What follows belongs to an exercise in optimizing a design on an open flow for small area, a short achievable clock period and few clock cycles per item; a production flow would make more cautious choices. In this exercise RTL edits were held to simulation tests only and were not proved equivalent to the original.

**design.v**
```verilog
package eftl_pkg;
	localparam int MAX_FRAMES_DEF = 64;
	localparam int MODE_W   = 3;
	localparam int SLOT_W   = 6;
	localparam int DUR_W    = 16;
	localparam int TIME_W   = 19;
	localparam int IDX_W    = 6;
	localparam int TOTAL_W  = 22;
	localparam int STATUS_W = 2;
	localparam int CURVE_W  = 3;
	localparam int IN_W  = 48;
	localparam int OUT_W = 48;
	localparam logic [MODE_W-1:0] MODE_APPEND = 3'd0;
	localparam logic [MODE_W-1:0] MODE_SET    = 3'd1;
	localparam logic [MODE_W-1:0] MODE_CLEAR  = 3'd2;
	localparam logic [MODE_W-1:0] MODE_SETALL = 3'd3;
	localparam logic [MODE_W-1:0] MODE_QUERY  = 3'd4;
	localparam logic [MODE_W-1:0] MODE_READ   = 3'd5;
	localparam logic [CURVE_W-1:0] CURVE_EASE_IN  = 3'd1;
	localparam logic [CURVE_W-1:0] CURVE_EASE_OUT = 3'd2;
	localparam logic [CURVE_W-1:0] CURVE_SMOOTH   = 3'd3;
	localparam logic [STATUS_W-1:0] ST_OK    = 2'd0;
	localparam logic [STATUS_W-1:0] ST_RANGE = 2'd1;
	localparam logic [STATUS_W-1:0] ST_FULL  = 2'd2;
	localparam logic [STATUS_W-1:0] ST_EMPTY = 2'd3;
	localparam logic [DUR_W-1:0]   MIN_SET_MS = 16'd10;
	localparam logic [16:0]        Q16_ONE    = 17'h10000;
	localparam logic [17:0]        Q16_THREE  = 18'd196608;
	localparam logic [TOTAL_W-1:0] SUM_MAX    = 22'h3FFFFF;
endpackage
module eftl_mul #(
	parameter int W = 32
) (
	input  logic [16*W-1:0] rows,
	output logic [W-1:0]    s,
	output logic [W-1:0]    c
);
	function automatic logic [W-1:0] fs(input logic [W-1:0] x, input logic [W-1:0] y,
			input logic [W-1:0] z);
		fs = x ^ y ^ z;
	endfunction
	function automatic logic [W-1:0] fc(input logic [W-1:0] x, input logic [W-1:0] y,
			input logic [W-1:0] z);
		fc = ((x & y) | (x & z) | (y & z)) << 1;
	endfunction
	logic [W-1:0] r  [16];
	logic [W-1:0] l1 [11];
	logic [W-1:0] l2 [8];
	logic [W-1:0] l3 [6];
	logic [W-1:0] l4 [4];
	logic [W-1:0] l5 [3];
	always_comb begin
		for (int i = 0; i < 16; i++) begin
			r[i] = rows[i*W +: W];
		end
		for (int k = 0; k < 5; k++) begin
			l1[2*k] = fs(r[3*k], r[3*k+1], r[3*k+2]);
			l1[2*k+1] = fc(r[3*k], r[3*k+1], r[3*k+2]);
		end
		l1[10] = r[15];
		for (int k = 0; k < 3; k++) begin
			l2[2*k] = fs(l1[3*k], l1[3*k+1], l1[3*k+2]);
			l2[2*k+1] = fc(l1[3*k], l1[3*k+1], l1[3*k+2]);
		end
		l2[6] = l1[9];
		l2[7] = l1[10];
		for (int k = 0; k < 2; k++) begin
			l3[2*k] = fs(l2[3*k], l2[3*k+1], l2[3*k+2]);
			l3[2*k+1] = fc(l2[3*k], l2[3*k+1], l2[3*k+2]);
		end
		l3[4] = l2[6];
		l3[5] = l2[7];
		for (int k = 0; k < 2; k++) begin
			l4[2*k] = fs(l3[3*k], l3[3*k+1], l3[3*k+2]);
			l4[2*k+1] = fc(l3[3*k], l3[3*k+1], l3[3*k+2]);
		end
		l5[0] = fs(l4[0], l4[1], l4[2]);
		l5[1] = fc(l4[0], l4[1], l4[2]);
		l5[2] = l4[3];
		s = fs(l5[0], l5[1], l5[2]);
		c = fc(l5[0], l5[1], l5[2]);
	end
endmodule
module eftl_mul11 #(
	parameter int W = 32
) (
	input  logic [11*W-1:0] rows,
	output logic [W-1:0]    s,
	output logic [W-1:0]    c
);
	function automatic logic [W-1:0] fs(input logic [W-1:0] x, input logic [W-1:0] y,
			input logic [W-1:0] z);
		fs = x ^ y ^ z;
	endfunction
	function automatic logic [W-1:0] fc(input logic [W-1:0] x, input logic [W-1:0] y,
			input logic [W-1:0] z);
		fc = ((x & y) | (x & z) | (y & z)) << 1;
	endfunction
	logic [W-1:0] r  [11];
	logic [W-1:0] l1 [8];
	logic [W-1:0] l2 [6];
	logic [W-1:0] l3 [4];
	logic [W-1:0] l4 [3];
	always_comb begin
		for (int i = 0; i < 11; i++) begin
			r[i] = rows[i*W +: W];
		end
		for (int k = 0; k < 3; k++) begin
			l1[2*k]   = fs(r[3*k], r[3*k+1], r[3*k+2]);
			l1[2*k+1] = fc(r[3*k], r[3*k+1], r[3*k+2]);
		end
		l1[6] = r[9];
		l1[7] = r[10];
		for (int k = 0; k < 2; k++) begin
			l2[2*k]   = fs(l1[3*k], l1[3*k+1], l1[3*k+2]);
			l2[2*k+1] = fc(l1[3*k], l1[3*k+1], l1[3*k+2]);
		end
		l2[4] = l1[6];
		l2[5] = l1[7];
		for (int k = 0; k < 2; k++) begin
			l3[2*k]   = fs(l2[3*k], l2[3*k+1], l2[3*k+2]);
			l3[2*k+1] = fc(l2[3*k], l2[3*k+1], l2[3*k+2]);
		end
		l4[0] = fs(l3[0], l3[1], l3[2]);
		l4[1] = fc(l3[0], l3[1], l3[2]);
		l4[2] = l3[3];
		s = fs(l4[0], l4[1], l4[2]);
		c = fc(l4[0], l4[1], l4[2]);
	end
endmodule
module eftl_add #(
	parameter int W = 16
) (
	input  logic [W-1:0] a,
	input  logic [W-1:0] b,
	input  logic         ci,
	output logic [W-1:0] y,
	output logic         co
);
	localparam int L = $clog2(W);
	logic [W-1:0] p0;
	logic [W-1:0] g [L+1];
	logic [W-1:0] p [L+1];
	always_comb begin
		p0   = a ^ b;
		g[0] = a & b;
		p[0] = p0;
		g[0][0] = (a[0] & b[0]) | (p0[0] & ci);
		for (int l = 0; l < L; l++) begin
			for (int i = 0; i < W; i++) begin
				if (i >= (1 << l)) begin
					g[l+1][i] = g[l][i] | (p[l][i] & g[l][i - (1 << l)]);
					p[l+1][i] = p[l][i] & p[l][i - (1 << l)];
				end else begin
					g[l+1][i] = g[l][i];
					p[l+1][i] = p[l][i];
				end
			end
		end
		y[0] = p0[0] ^ ci;
		for (int i = 1; i < W; i++) begin
			y[i] = p0[i] ^ g[L][i-1];
		end
		co = g[L][W-1];
	end
endmodule
module eftl_mul8 #(
	parameter int W = 38
) (
	input  logic [8*W-1:0] rows,
	output logic [W-1:0]   s,
	output logic [W-1:0]   c
);
	function automatic logic [W-1:0] fs(input logic [W-1:0] x, input logic [W-1:0] y,
			input logic [W-1:0] z);
		fs = x ^ y ^ z;
	endfunction
	function automatic logic [W-1:0] fc(input logic [W-1:0] x, input logic [W-1:0] y,
			input logic [W-1:0] z);
		fc = ((x & y) | (x & z) | (y & z)) << 1;
	endfunction
	logic [W-1:0] r  [8];
	logic [W-1:0] l1 [6];
	logic [W-1:0] l2 [4];
	logic [W-1:0] l3 [3];
	always_comb begin
		for (int i = 0; i < 8; i++) begin
			r[i] = rows[i*W +: W];
		end
		for (int k = 0; k < 2; k++) begin
			l1[2*k]   = fs(r[3*k], r[3*k+1], r[3*k+2]);
			l1[2*k+1] = fc(r[3*k], r[3*k+1], r[3*k+2]);
		end
		l1[4] = r[6];
		l1[5] = r[7];
		for (int k = 0; k < 2; k++) begin
			l2[2*k]   = fs(l1[3*k], l1[3*k+1], l1[3*k+2]);
			l2[2*k+1] = fc(l1[3*k], l1[3*k+1], l1[3*k+2]);
		end
		l3[0] = fs(l2[0], l2[1], l2[2]);
		l3[1] = fc(l2[0], l2[1], l2[2]);
		l3[2] = l2[3];
		s = fs(l3[0], l3[1], l3[2]);
		c = fc(l3[0], l3[1], l3[2]);
	end
endmodule
module eftl_ram #(
	parameter int DEPTH = 64,
	parameter int ADDR_W = 6,
	parameter int DATA_W = 16
) (
	input  logic              clk,
	input  logic              we,
	input  logic [ADDR_W-1:0] waddr,
	input  logic [DATA_W-1:0] wdata,
	input  logic              re,
	input  logic [ADDR_W-1:0] raddr,
	output logic [DATA_W-1:0] rdata
);
	logic [DATA_W-1:0] mem [DEPTH];
	always_ff @(posedge clk) begin
		if (we) begin
			mem[waddr] <= wdata;
		end
	end
	always_ff @(posedge clk) begin
		if (re) begin
			rdata <= mem[raddr];
		end
	end
endmodule
module eased_frame_time_lookup_unit #(
	parameter int MAX_FRAMES = eftl_pkg::MAX_FRAMES_DEF
) (
	input  logic                          clk,
	input  logic                          arst_n,
	input  logic                          cfg_we,
	input  logic [eftl_pkg::CURVE_W-1:0]  cfg_wdata,
	input  logic                          s_tvalid,
	output logic                          s_tready,
	input  logic [eftl_pkg::IN_W-1:0]     s_tdata,
	output logic                          m_tvalid,
	input  logic                          m_tready,
	output logic [eftl_pkg::OUT_W-1:0]    m_tdata
);
	localparam int RW = 50;    
	logic          out_v_q, skid_v_q;
	logic [RW-1:0] out_d_q, skid_d_q;
	logic          hold;
	logic          r_v;
	logic [RW-1:0] r_d;
	assign hold     = skid_v_q;
	assign s_tready = !skid_v_q;
	always_ff @(posedge clk or negedge arst_n) begin
		if (!arst_n) begin
			out_v_q  <= 1'b0;
			skid_v_q <= 1'b0;
		end else if (!hold) begin
			if (!out_v_q || m_tready) begin
				out_v_q <= r_v;
			end else if (r_v) begin
				skid_v_q <= 1'b1;
			end
		end else if (m_tready) begin
			skid_v_q <= 1'b0;
		end
	end
	always_ff @(posedge clk) begin
		if (!hold) begin
			skid_d_q <= r_d;
			if (!out_v_q || m_tready) begin
				out_d_q <= r_d;
			end
		end else if (m_tready) begin
			out_d_q <= skid_d_q;
		end
	end
	assign m_tvalid = out_v_q;
	logic [6:0] olt;
	logic [2:0] ok;
	assign olt = out_d_q[6:0];
	assign ok  = {olt[3], (olt[1] & !olt[3]) | olt[5],
		(olt[0] & !olt[1]) | (olt[2] & !olt[3]) | (olt[4] & !olt[5]) | olt[6]};
	assign m_tdata  = {2'b00, out_d_q[49:10], out_d_q[9:7], ok};
	logic [2:0] curve_q;
	always_ff @(posedge clk or negedge arst_n) begin
		if (!arst_n) begin
			curve_q <= '0;
		end else if (cfg_we) begin
			curve_q <= cfg_wdata;
		end
	end
	logic        v0;
	logic [43:0] req0;
	logic [1:0]  crv0;    
	always_ff @(posedge clk or negedge arst_n) begin
		if (!arst_n) begin
			v0 <= 1'b0;
		end else if (!hold) begin
			v0 <= s_tvalid;
		end
	end
	always_ff @(posedge clk) begin
		if (!hold) begin
			req0 <= s_tdata[43:0];
			crv0 <= (curve_q[2]) ? 2'd0 : curve_q[1:0];
		end
	end
	logic [2:0]  mode0;
	logic [5:0]  slot0;
	logic [15:0] dur0;
	logic [18:0] time0;
	assign mode0 = req0[2:0];
	assign slot0 = req0[8:3];
	assign dur0  = req0[24:9];
	assign time0 = req0[43:25];
	logic [6:0]  count_q;
	logic        full0, empty0, slot_bad0;
	logic        app0, set0, clr0, sa0, qry0, rd0;
	logic [1:0]  st0;
	logic [16:0] t0, x0;
	logic [15:0] wd0;
	assign full0     = count_q[6];
	assign empty0    = (count_q == 7'd0);
	assign slot_bad0 = ({1'b0, slot0} >= count_q);
	assign app0 = v0 && mode0 == 3'd0 && !full0;
	assign set0 = v0 && mode0 == 3'd1 && !slot_bad0;
	assign clr0 = v0 && mode0 == 3'd2;
	assign sa0  = v0 && mode0 == 3'd3 && !empty0;
	assign qry0 = v0 && mode0 == 3'd4 && !empty0;
	assign rd0  = v0 && mode0 == 3'd5 && !slot_bad0;
	always_comb begin
		st0 = eftl_pkg::ST_OK;
		case (mode0)
			3'd0: if (full0) st0 = eftl_pkg::ST_FULL;
			3'd1: if (slot_bad0) st0 = eftl_pkg::ST_RANGE;
			3'd4: if (empty0) st0 = eftl_pkg::ST_EMPTY;
			3'd5: if (slot_bad0) st0 = eftl_pkg::ST_RANGE;
			default: ;
		endcase
	end
	always_comb begin
		if (time0[18]) begin
			t0 = '0;
		end else if (time0[17:0] > 18'h10000) begin
			t0 = 17'h10000;
		end else begin
			t0 = time0[16:0];
		end
	end
	assign x0  = (crv0 == 2'd2) ? (17'h10000 - t0) : t0;
	assign wd0 = (mode0 == 3'd3 && dur0 < 16'd10) ? 16'd10 : dur0;
	always_ff @(posedge clk or negedge arst_n) begin
		if (!arst_n) begin
			count_q <= '0;
		end else if (!hold) begin
			if (clr0) begin
				count_q <= '0;
			end else if (app0) begin
				count_q <= count_q + 7'd1;
			end
		end
	end
	logic        v1, v2, v3, v4, v5, v6, v7, v8, v9;
	logic        app1, app2, app3, app4, app5, app6, app7, app8;
	logic        set1, set2, set3, set4, set5, set6, set7, set8;
	logic        clr1, clr2, clr3, clr4, clr5;
	logic        sa1, sa2, sa3, sa4, sa5, sa6, sa7, sa8;
	logic        qry1, qry2, qry3, qry4, qry5, qry6, qry7, qry8, qry9;
	logic        rd1, rd2, rd3, rd4, rd5, rd6, rd7, rd8, rd9;
	logic [1:0]  st1, st2, st3, st4, st5, st6, st7, st8, st9;
	logic [5:0]  wa1, wa2, wa3, wa4, wa5, wa6, wa7, wa8;
	logic [6:0]  cnt1;
	logic [2:0]  lst2, lst3, lst4, lst5, lst6, lst7;    
	logic [1:0]  crv1, crv2;
	logic [16:0] a1, a2;       
	logic [15:0] h2;           
	logic [15:0] g2;           
	logic [15:0] ls2, lc2;     
	logic [16:0] b3;           
	logic [17:0] f3, f4;       
	logic [19:0] f3x3;         
	logic [17:0] fx2;
	logic        sm3, sm4;
	logic [33:0] ms4, mc4;     
	logic [16:0] a5;           
	logic [21:0] b5;           
	logic [37:0] ms6, mc6;     
	logic        cf6;
	logic [32:0] pw6;          
	logic [21:0] tot6, tot7, tot8, tot9;
	logic [21:0] u7;           
	logic [32:0] pw7;          
	logic [21:0] t8;           
	logic [7:0]  oh8, oh8n;    
	logic [7:0]  ohb8;         
	logic [2:0]  grp9;
	logic [15:0] e9a, e9b, e9c, e9d;   
	logic [16:0] p9a, p9b, p9c;        
	logic [18:0] r9;
	always_ff @(posedge clk or negedge arst_n) begin
		if (!arst_n) begin
			v1 <= 1'b0; v2 <= 1'b0; v3 <= 1'b0; v4 <= 1'b0; v5 <= 1'b0;
			v6 <= 1'b0; v7 <= 1'b0; v8 <= 1'b0; v9 <= 1'b0;
		end else if (!hold) begin
			v1 <= v0; v2 <= v1; v3 <= v2; v4 <= v3; v5 <= v4;
			v6 <= v5; v7 <= v6; v8 <= v7; v9 <= v8;
		end
	end
	logic [16*32-1:0] sq_rows;
	logic [11*32-1:0] sq_rows11;
	logic [31:0]      sq_s, sq_c;
	always_comb begin
		sq_rows = '0;
		for (int i = 0; i < 16; i++) begin
			sq_rows[i*32 + 2*i] = a1[i];
			for (int j = i + 1; j < 16; j++) begin
				sq_rows[i*32 + i + j + 1] = a1[i] & a1[j];
			end
		end
	end
	always_comb begin
		for (int i = 0; i < 5; i++) begin
			sq_rows11[i*32 +: 32] = sq_rows[i*32 +: 32] | sq_rows[(15-i)*32 +: 32];
		end
		for (int i = 5; i < 11; i++) begin
			sq_rows11[i*32 +: 32] = sq_rows[i*32 +: 32];
		end
	end
	eftl_mul11 #(.W(32)) u_sq (.rows(sq_rows11), .s(sq_s), .c(sq_c));
	logic [16:0] s2;
	logic [16:0] cp2;
	logic [17:0] f2;
	logic        sm2;
	logic [31:0] sq2;
	logic        sq2_co;
	eftl_add #(.W(32)) u_sqa (.a({h2, ls2}), .b({g2, lc2}), .ci(1'b0), .y(sq2), .co(sq2_co));
	assign s2   = a2[16] ? 17'h10000 : {1'b0, sq2[31:16]};
	assign f2   = 18'd196608 - {a2[16:0], 1'b0};
	assign fx2  = !qry2 ? {2'b0, a2[15:0]} : f2;
	assign sm2  = (crv2 == 2'd3) && !a2[16];
	always_comb begin
		case (crv2)
			2'd1:    cp2 = s2;
			2'd2:    cp2 = 17'h10000 - s2;
			2'd3:    cp2 = 17'h10000;    
			default: cp2 = a2;
		endcase
	end
	logic [8*34-1:0]  sm_rows;
	logic [33:0]      sm_s, sm_c;
	always_comb begin
		for (int i = 0; i < 8; i++) begin
			case (b3[2*i +: 2])
				2'd1:    sm_rows[i*34 +: 34] = 34'(f3) << (2 * i);
				2'd2:    sm_rows[i*34 +: 34] = 34'({f3, 1'b0}) << (2 * i);
				2'd3:    sm_rows[i*34 +: 34] = 34'(f3x3) << (2 * i);
				default: sm_rows[i*34 +: 34] = 34'd0;
			endcase
		end
	end
	eftl_mul8 #(.W(34)) u_sm (.rows(sm_rows), .s(sm_s), .c(sm_c));
	logic [15:0] tab [MAX_FRAMES];
	logic [33:0] sum4;
	logic [16:0] c4;
	logic [15:0] old2, old3, old3f, old4;
	logic [7:0]  rlo2, rhi2;   
	logic [4:0]  fw3;          
	logic [15:0] og2 [8];
	logic [16:0] dl4;
	logic [15:0] wd5, wd6, wd7, wd8;
	assign sum4 = ms4 + mc4;
	assign c4   = sm4 ? sum4[32:16] : f4[16:0];
	assign wd5 = a5[15:0];
	assign wd6 = pw6[15:0];
	assign wd7 = pw7[15:0];
	assign wd8 = t8[15:0];
	always_comb begin
		old2 = '0;
		for (int j = 0; j < 8; j++) begin
			og2[j] = '0;
			for (int k = 0; k < 8; k++) begin
				og2[j] = og2[j] | (rlo2[k] ? tab[8*j + k] : 16'd0);
			end
			old2 = old2 | (rhi2[j] ? og2[j] : 16'd0);
		end
		if (v8 && ((set8 || app8) && wa8 == wa2 || sa8)) old2 = wd8;
		old3f = old3;
		if (fw3[4]) old3f = wd8;
		if (fw3[3]) old3f = wd7;
		if (fw3[2]) old3f = wd6;
		if (fw3[1]) old3f = wd5;
		if (fw3[0]) old3f = f4[15:0];
	end
	logic [21:0]      total_q;
	logic [23:0]      tot3_q;     
	logic [23:0]      tn3x5;
	logic [23:0]      b5x;
	logic [8*38-1:0]  mt_rows;
	logic [37:0]      mt_s, mt_c;
	logic [21:0]      tn5;
	logic [16:0]      dl5;
	always_comb begin
		for (int i = 0; i < 8; i++) begin
			case (a5[2*i +: 2])
				2'd1:    mt_rows[i*38 +: 38] = 38'(total_q) << (2 * i);
				2'd2:    mt_rows[i*38 +: 38] = 38'({total_q, 1'b0}) << (2 * i);
				2'd3:    mt_rows[i*38 +: 38] = 38'(tot3_q) << (2 * i);
				default: mt_rows[i*38 +: 38] = 38'd0;
			endcase
		end
	end
	eftl_mul8 #(.W(38)) u_mt (.rows(mt_rows), .s(mt_s), .c(mt_c));
	assign dl5 = b5[16:0];
	assign dl4 = set4 ? ({1'b0, f4[15:0]} - {1'b0, old4}) : {1'b0, f4[15:0]};
	always_comb begin
		tn5 = total_q;
		if (clr5)      tn5 = '0;
		else if (sa5)  tn5 = b5;
		else if (app5 || set5) tn5 = total_q + b5;
	end
	assign b5x = sa5 ? {2'b00, b5} : {{2{b5[21]}}, b5};
	always_comb begin
		tn3x5 = tot3_q;
		if (clr5)      tn3x5 = '0;
		else if (sa5)  tn3x5 = b5x + {b5x[22:0], 1'b0};
		else if (app5 || set5) tn3x5 = tot3_q + b5x + {b5x[22:0], 1'b0};
	end
	always_ff @(posedge clk or negedge arst_n) begin
		if (!arst_n) begin
			total_q <= '0;
			tot3_q  <= '0;
		end else if (!hold && v5) begin
			total_q <= tn5;
			tot3_q  <= tn3x5;
		end
	end
	logic [37:0] tx6;
	logic [21:0] tg6;
	assign tx6 = ms6 + mc6 + 38'hFFFF;
	assign tg6 = cf6 ? tot6 : tx6[37:16];
	logic [21:0] gp [8];
	logic [16:0] dl7;
	logic [7:0]  lt7;
	logic [7:0]  oh7;
	logic [2:0]  grp7;
	logic [21:0] d8, d24, d40, d56;
	assign dl7 = pw7[32:16];
	always_comb begin
		for (int j = 0; j < 8; j++) begin
			lt7[j] = (gp[j] < u7) && (3'(j) < lst7);
		end
		oh7[0] = !lt7[0];
		for (int j = 1; j < 8; j++) begin
			oh7[j] = lt7[j-1] && !lt7[j];
		end
		grp7 = 3'd0;
		for (int j = 0; j < 8; j++) begin
			if (lt7[j]) grp7 = 3'(j + 1);
		end
	end
	assign d8  = {3'd0, wd7, 3'd0};
	assign d24 = d8 + {d8[20:0], 1'b0};
	assign d40 = d8 + {d8[19:0], 2'b0};
	assign d56 = {d8[18:0], 3'b0} - d8;
	always_ff @(posedge clk) begin
		if (!hold && v7) begin
			for (int j = 0; j < 8; j++) begin
				if (app7 && wa7[5:3] == 3'(j)) begin
					gp[j] <= tot7;
				end else if (set7 && wa7[5:3] <= 3'(j)) begin
					gp[j] <= gp[j] + {{5{dl7[16]}}, dl7};
				end else if (sa7) begin
					if (3'(j) < lst7) begin
						case (j)
							0: gp[j] <= d8;
							1: gp[j] <= {d8[20:0], 1'b0};
							2: gp[j] <= d24;
							3: gp[j] <= {d8[19:0], 2'b0};
							4: gp[j] <= d40;
							5: gp[j] <= {d24[20:0], 1'b0};
							6: gp[j] <= d56;
							default: gp[j] <= {d8[18:0], 3'b0};
						endcase
					end else begin
						gp[j] <= tot7;
					end
				end
			end
		end
	end
	logic [15:0] ge8 [8];
	always_comb begin
		for (int k = 0; k < 8; k++) begin
			ge8[k] = '0;
			for (int j = 0; j < 8; j++) begin
				ge8[k] = ge8[k] | (((k < 4) ? oh8[j] : !oh8n[j]) ? tab[8*j + k] : 16'd0);
			end
		end
	end
	logic [21:0] bs8;
	always_comb begin
		bs8 = '0;
		for (int j = 1; j < 8; j++) begin
			bs8 = bs8 | (ohb8[j] ? gp[j-1] : 22'd0);
		end
	end
	logic [16:0] pa8, pb8, pc8;
	function automatic logic [16:0] csel16(input logic [15:0] a, input logic [15:0] b);
		logic [8:0] lo, h0, h1;
		lo = {1'b0, a[7:0]} + {1'b0, b[7:0]};
		h0 = {1'b0, a[15:8]} + {1'b0, b[15:8]};
		h1 = {1'b0, a[15:8]} + {1'b0, b[15:8]} + 9'd1;
		csel16 = lo[8] ? {h1, lo[7:0]} : {h0, lo[7:0]};
	endfunction
	assign pa8 = csel16(ge8[0], ge8[1]);
	assign pb8 = csel16(ge8[2], ge8[3]);
	assign pc8 = csel16(ge8[4], ge8[5]);
	always_ff @(posedge clk) begin
		if (!hold && v8) begin
			for (int i = 0; i < MAX_FRAMES; i++) begin
				if (sa8 || ((app8 || set8) && wa8 == 6'(i))) begin
					tab[i] <= wd8;
				end
			end
		end
	end
	logic [20:0] nr9;
	logic [41:0] sk9 [7];
	logic [20:0] sy9 [7];
	logic        sc9 [7];
	logic [6:0]  lt9;
	logic [15:0] rdd9;
	function automatic logic [41:0] csa3(input logic [20:0] a, input logic [20:0] b,
			input logic [20:0] c);
		csa3 = {((a & b) | (a & c) | (b & c)) << 1, a ^ b ^ c};
	endfunction
	assign nr9 = {2'b11, ~r9};
	always_comb begin
		sk9[0] = {nr9, 21'(e9a)};
		sk9[1] = {nr9, 21'(p9a)};
		sk9[2] = csa3(21'(p9a), 21'(e9b), nr9);
		sk9[3] = csa3(21'(p9a), 21'(p9b), nr9);
		sk9[4] = csa3(sk9[3][20:0], sk9[3][41:21], 21'(e9c));
		sk9[5] = csa3(sk9[3][20:0], sk9[3][41:21], 21'(p9c));
		sk9[6] = csa3(sk9[5][20:0], sk9[5][41:21], 21'(e9d));
		for (int k = 0; k < 7; k++) begin
			lt9[k] = sy9[k][20];
		end
	end
	for (genvar k = 0; k < 7; k++) begin : g_cmp9
		eftl_add #(.W(21)) u_cmp (.a(sk9[k][20:0]), .b(sk9[k][41:21]), .ci(1'b1), .y(sy9[k]), .co(sc9[k]));
	end
	assign rdd9 = rd9 ? e9a : 16'd0;
	assign r_v = v9;
	assign r_d = {st9, tot9, rdd9, qry9 ? grp9 : 3'd0, qry9 ? lt9 : 7'd0};
	always_ff @(posedge clk) begin
		if (!hold) begin
			app1 <= app0; set1 <= set0; clr1 <= clr0; sa1 <= sa0; qry1 <= qry0; rd1 <= rd0;
			st1 <= st0; wa1 <= app0 ? count_q[5:0] : slot0; cnt1 <= count_q;
			crv1 <= crv0; a1 <= qry0 ? x0 : {1'b0, wd0};
			app2 <= app1; set2 <= set1; clr2 <= clr1; sa2 <= sa1; qry2 <= qry1; rd2 <= rd1;
			st2 <= st1; wa2 <= wa1;
			for (int j = 0; j < 8; j++) begin
				rlo2[j] <= (wa1[2:0] == 3'(j));
				rhi2[j] <= (wa1[5:3] == 3'(j));
			end lst2 <= 3'((cnt1 - 7'd1) >> 3);
			crv2 <= crv1; a2 <= a1;
			h2 <= qry1 ? sq_s[31:16] : {9'd0, cnt1}; g2 <= sq_c[31:16]; ls2 <= sq_s[15:0]; lc2 <= sq_c[15:0];
			app3 <= app2; set3 <= set2; clr3 <= clr2; sa3 <= sa2; qry3 <= qry2; rd3 <= rd2;
			st3 <= st2; wa3 <= wa2; lst3 <= lst2;
			old3 <= old2;
			fw3[0] <= v3 && ((set3 || app3) && wa3 == wa2 || sa3);
			fw3[1] <= v4 && ((set4 || app4) && wa4 == wa2 || sa4);
			fw3[2] <= v5 && ((set5 || app5) && wa5 == wa2 || sa5);
			fw3[3] <= v6 && ((set6 || app6) && wa6 == wa2 || sa6);
			fw3[4] <= v7 && ((set7 || app7) && wa7 == wa2 || sa7);
			b3 <= qry2 ? s2 : {1'b0, h2};
			f3 <= !qry2 ? {2'b0, a2[15:0]} : (sm2 ? f2 : {1'b0, cp2}); sm3 <= sm2;
			f3x3 <= {2'b0, fx2} + {1'b0, fx2, 1'b0};
			app4 <= app3; set4 <= set3; clr4 <= clr3; sa4 <= sa3; qry4 <= qry3; rd4 <= rd3;
			st4 <= st3; wa4 <= wa3; lst4 <= lst3;
			f4 <= f3; sm4 <= sm3; old4 <= old3f;
			ms4 <= sm_s; mc4 <= sm_c;
			app5 <= app4; set5 <= set4; clr5 <= clr4; sa5 <= sa4; qry5 <= qry4; rd5 <= rd4;
			st5 <= st4; wa5 <= wa4; lst5 <= lst4;
			a5 <= qry4 ? c4 : {1'b0, f4[15:0]};
			b5 <= sa4 ? sum4[21:0] : {{5{dl4[16]}}, dl4};
			app6 <= app5; set6 <= set5; sa6 <= sa5; qry6 <= qry5; rd6 <= rd5;
			st6 <= st5; wa6 <= wa5; lst6 <= lst5;
			tot6 <= tn5; cf6 <= a5[16];
			ms6 <= mt_s; mc6 <= mt_c; pw6 <= {dl5, wd5};
			app7 <= app6; set7 <= set6; sa7 <= sa6; qry7 <= qry6; rd7 <= rd6;
			st7 <= st6; wa7 <= wa6; lst7 <= lst6;
			tot7 <= tot6;
			u7 <= tg6; pw7 <= pw6;
			app8 <= app7; set8 <= set7; sa8 <= sa7; qry8 <= qry7; rd8 <= rd7;
			st8 <= st7; wa8 <= qry7 ? {grp7, 3'd0} : wa7;
			tot8 <= tot7;
			t8 <= qry7 ? u7 : {6'd0, wd7};
			for (int j = 0; j < 8; j++) begin
				oh8[j]  <= qry7 ? oh7[j] : (wa7[5:3] == 3'(j));
				oh8n[j] <= !(qry7 ? oh7[j] : (wa7[5:3] == 3'(j)));
				ohb8[j] <= qry7 && oh7[j];
			end
			qry9 <= qry8; rd9 <= rd8; st9 <= st8; tot9 <= tot8;
			grp9 <= wa8[5:3]; r9 <= 19'(t8 - bs8);
			e9a <= rd8 ? ge8[wa8[2:0]] : ge8[0];
			e9b <= ge8[2];
			e9c <= ge8[4];
			e9d <= ge8[6];
			p9a <= pa8;
			p9b <= pb8;
			p9c <= pc8;
		end
	end
endmodule
```
**flow/run.sh**
```bash
#!/bin/bash
set -euo pipefail
bash standard.sh SETUP_SLACK_MARGIN=6 finish > standard_flow.log 2>&1
```
**standard.sh**
```bash
#!/bin/bash
# synth_recipe.tcl (not shown) runs the flow's synth.tcl, then flattens the netlist and writes it again
# the make line also repeats each setting of config.mk as NAME=value (left out here)
make -C /OpenROAD-flow-scripts/flow DESIGN_CONFIG=/design/flow/config.mk WORK_HOME=/design/flow/orfs CLKGATE_MAP_FILE= SYNTH_SCRIPT=/design/flow/synth_recipe.tcl "${@:-finish}"
```
**config.mk**
```make
export PLATFORM = sky130hd
export DESIGN_NAME = eased_frame_time_lookup_unit
export DESIGN_NICKNAME = eased_frame_time_lookup_unit
export VERILOG_FILES = /design/flow/design.v
export SDC_FILE = /design/flow/constraint.sdc
export NUM_CORES = 4
export LEC_CHECK = 0
export CAP_MARGIN = 20
export CORE_MARGIN = 2
export CORE_UTILIZATION = 50
export CTS_BUF_LIST = sky130_fd_sc_hd__clkbuf_8
export SLEW_MARGIN = 20
```
**constraint.sdc**
```tcl
create_clock -name core_clock -period 10.0 [get_ports {clk}]
set_input_delay 2.0000 -clock core_clock [delete_from_list [all_inputs] [get_ports {clk}]]
set_output_delay 2.0000 -clock core_clock [all_outputs]
set_load 0.01 [all_outputs]
```
==> out/metrics.cfg <==
[run_status]
run_status = finished clean

[critical_path]
critical_path_required_ns = 10.75
critPathTopFamily = simple AND/OR/NAND/NOR gates
critPathArrivalTime_ns = 4.86
cp_num_buf_inv = 3
crit_path_cell_trace = buf_4, inv_1, nand2_1, nor2_2, a21oi_1, nor2_2, buf_4
start_kind = flip-flop
timing.critical_path.slowest_cell_delay_ns = 0.91
crit_path_top_delay_cell = sky130_fd_sc_hd__nor2_2
path_class = flip-flop to flip-flop
critPathCaptureType = flip-flop
crit_path_max_fanout = 27

[global_routing]
grt_start_max_net_pins = 184
grt_first_pass_wirelength_um = 732000
grt_overflow_total = 0
antenna_found_initial = 29
globalRouteTotalUtil = 0.366
grt_pass1_vias = 103000

[sta]
slew_headroom = 0.159
timing.final.crit_period_ns = 4.11
final-setup-viol-count = 0
maxClockFrequency_mhz = 244
final.period_utilization = 0.411
skew_ns = 0.135
grt_setup_unrepaired = yes
report.final.hold_viol_count = 0
tns_ns = 0
max_slew.worst_pin.slew_ns = 1.26
report.final.slew_viol_count = 0

[logic_synthesis]
synth-seq-cells = 2267
synth.lib_cells_used.distinct = 104
synth_top_cell_by_area = sky130_fd_sc_hd__edfxtp_1
synthesis.instances = 11400
post_synthesis_cell_area_um2 = 136000
synth_top_flop_cell = sky130_fd_sc_hd__edfxtp_1
synth_sequential_area_ratio = 0.498
synth_async_sr_flop_share = 0.0300
syn_avg_cell_area_um2 = 12.0
post_synth_main_area_contributors = sky130_fd_sc_hd__edfxtp_1 49%, sky130_fd_sc_hd__ha_1 8.2%, sky130_fd_sc_hd__a22oi_1 6.8%, sky130_fd_sc_hd__fa_1 6.2%, sky130_fd_sc_hd__mux2_2 3.7%
post-synth-top-count-cell = sky130_fd_sc_hd__edfxtp_1
synthesis_warning_total = 35
post_synth_edffs = 2199
post-synth-top-area-fraction = 0.485
netlist_top_cells_count = 2199 x sky130_fd_sc_hd__edfxtp_1, 1227 x sky130_fd_sc_hd__a22oi_1, 888 x sky130_fd_sc_hd__ha_1

[detailed_routing]
drtIter0Drc = 15900
drt_pass1_iterations = 11
vias_per_cell = 6.78
wirelength_per_cell_um = 33.5
route.detailed.drc = 0
finalWirelength_um = 523000
vias = 106000
antenna_left = 0

[finish]
final_net_count = 13100
fillers = 22800
fin_util = 0.562
layout.cells.non_filler = 15600
post_route_cells_drive_above_1_share = 0.141
finalInstanceArea_um2 = 152000
ff_latch_area_um2 = 67700
multi_input_area_um2 = 64400
area_growth_pct = 11.9

[die]
placement_rows = 191
dieArea_um2 = 276000
width_of_the_die_um = 526
floorplan.initialDensity = 0.503
dieHeight_um = 526
core-area_um2 = 271000
ioPinCount = 106

[placed_design]
port_buffers = 99
dpl-instance-area_um2 = 142000
place.detailed.instances = 14700
placer_s_final_routability_congestion_estimate = 0.999
detailedPlacementHpwl_um = 351000

[cts]
tritoncts.num_buffers = 393
holdBufCountCts = 0
clock_insertion_delay_worst_skew_ns = 1.20
cts_sinks = 2267
cts-root-to-sink-buffers = 4
clk_transition_reported_paths_ns = 0.07
cts_tree = built
htree_num_levels = 5
cts-root-buf = sky130_fd_sc_hd__clkbuf_8

[hold_path]
hp-class = flip-flop to flip-flop

[flow_run]
maxCapViolCount = 0

## logic make-up after synthesis
family,share of synthesized area
compound gates,0.170
xor+xnor,0.0282
fa+ha+maj,0.144
buf+inv,0.0386
flops,0.498
mux,0.0422
other cells,0.0000276
simple gates,0.0794
## worst reg2reg max path, stage by stage (launching register included)
cell and delay, ns:
sky130_fd_sc_hd__edfxtp_1 0.59, sky130_fd_sc_hd__buf_4 0.39, sky130_fd_sc_hd__inv_1 0.20, sky130_fd_sc_hd__nand2_1 0.21
sky130_fd_sc_hd__nor2_2 0.66, sky130_fd_sc_hd__a21oi_1 0.18, sky130_fd_sc_hd__nor2_2 0.92, sky130_fd_sc_hd__buf_4 0.61
## what timing repair did
action,4_1_cts,5_1_grt
buffers inserted,118,72
resized for setup,129,152
endpoints found under the setup margin,526,165
cloned,3,8
pin swaps,28,64
## routing by layer
metal	track usage	share of wire
met4	0.188	0.062
met2	0.539	0.43
met1	0.478	0.38
met5	0.00277	0.00076
met3	0.125	0.13
## final cells by class
type,count,share of cell area
inverter,764,0.0191
multi-input combinational,7714,0.423
tap,3570,0.0293
timing repair buffer,551,0.0331
timing repair inverter,2,0.000115
sequential,2267,0.445
antenna,25,0.000411
clock inverter,304,0.0135
clock buffer,406,0.0367
## cells in the final DEF, fill, tap and decap left out, types with 266 or more instances in the layout
| cell type | count |
|---|---|
| sky130_fd_sc_hd__a21oi_1 | 534 |
| sky130_fd_sc_hd__a22o_1 | 266 |
| sky130_fd_sc_hd__a22oi_1 | 1219 |
| sky130_fd_sc_hd__buf_4 | 382 |
| sky130_fd_sc_hd__clkbuf_8 | 406 |
| sky130_fd_sc_hd__edfxtp_1 | 2199 |
| sky130_fd_sc_hd__fa_1 | 420 |
| sky130_fd_sc_hd__ha_1 | 879 |
| sky130_fd_sc_hd__inv_1 | 847 |
| sky130_fd_sc_hd__mux2_2 | 446 |
| sky130_fd_sc_hd__nand2_1 | 467 |
| sky130_fd_sc_hd__nand4_1 | 305 |
| sky130_fd_sc_hd__nor2_1 | 464 |
| sky130_fd_sc_hd__o21ai_0 | 348 |
| sky130_fd_sc_hd__xnor2_1 | 290 |
## sequential cells by signal, summed over array words and instances, names as in the netlist, 24 cells and up
signal	flops
tab	1024
pw6	33
skid_d_q	50
req0	44
tot3_q	24
gp	154
mc4	27
ms4	33
pw7	33
ms6	38
out_d_q	50
mc6	32
## per-stage QoR
step	setup slack, ns	hold slack, ns
global placement	5.19	0.402
floorplan	5.15	0.400
CTS	5.89	0.387
finish	5.89	0.379
detailed placement	5.16	0.405
global route	5.88	0.401
## path summary, 6_finish.rpt
| kind | start | end | slack, ns | depth (start not counted) |
|---|---|---|---|---|
| setup / recovery | wa8[2]$_SDFFCE_PP0N_ | tab[51][15]$_DFFE_PP_ | 5.89 | 7 |
| hold / removal | rd4$_DFFE_PN_ | rd5$_DFFE_PN_ | 0.38 | 0 |
| setup reg to reg | wa8[2]$_SDFFCE_PP0N_ | tab[51][15]$_DFFE_PP_ | 5.89 | 7 |
| hold reg to reg | rd4$_DFFE_PN_ | rd5$_DFFE_PN_ | 0.38 | 0 |
| max in group asynchronous | arst_n | total_q[0]$_DFFE_PN0P_ | 7.95 | 2 |
| min in group asynchronous | arst_n | tot3_q[9]$_DFFE_PN0P_ | 0.93 | 1 |
Testbench counts, summed over its fixed seeds: cycles 6,128, items 5,826.

==> separate check: timing with driven ports <==
In the flow no input, the clock included, has a driving cell. The finished layout below was timed again as built, in two steps. Step 1, drivers: a clkbuf_16 drives clk and a buf_2 each remaining input, both assumed. Step 2 moves the port delays by t, midway between the first and last clock arrival at a register: inputs arrive t later, outputs are due t later. That takes back most of the time a late clock gives input paths. a / b / c = ideal ports / drivers / drivers and shift; a / b = the first two.
t, ns: 1.207
setup slack, ns: 5.894 / 5.894 / 5.894
latest minus earliest clock arrival (ns): 0.140 / 0.140
worst data-port slew with drivers (ns): 0.09
pins driven straight from the clock port: 1
After both steps setup and hold are still met in this run. For this run, drivers alone change the setup slack by 0.000 ns; drivers and shift together by 0.000 ns.
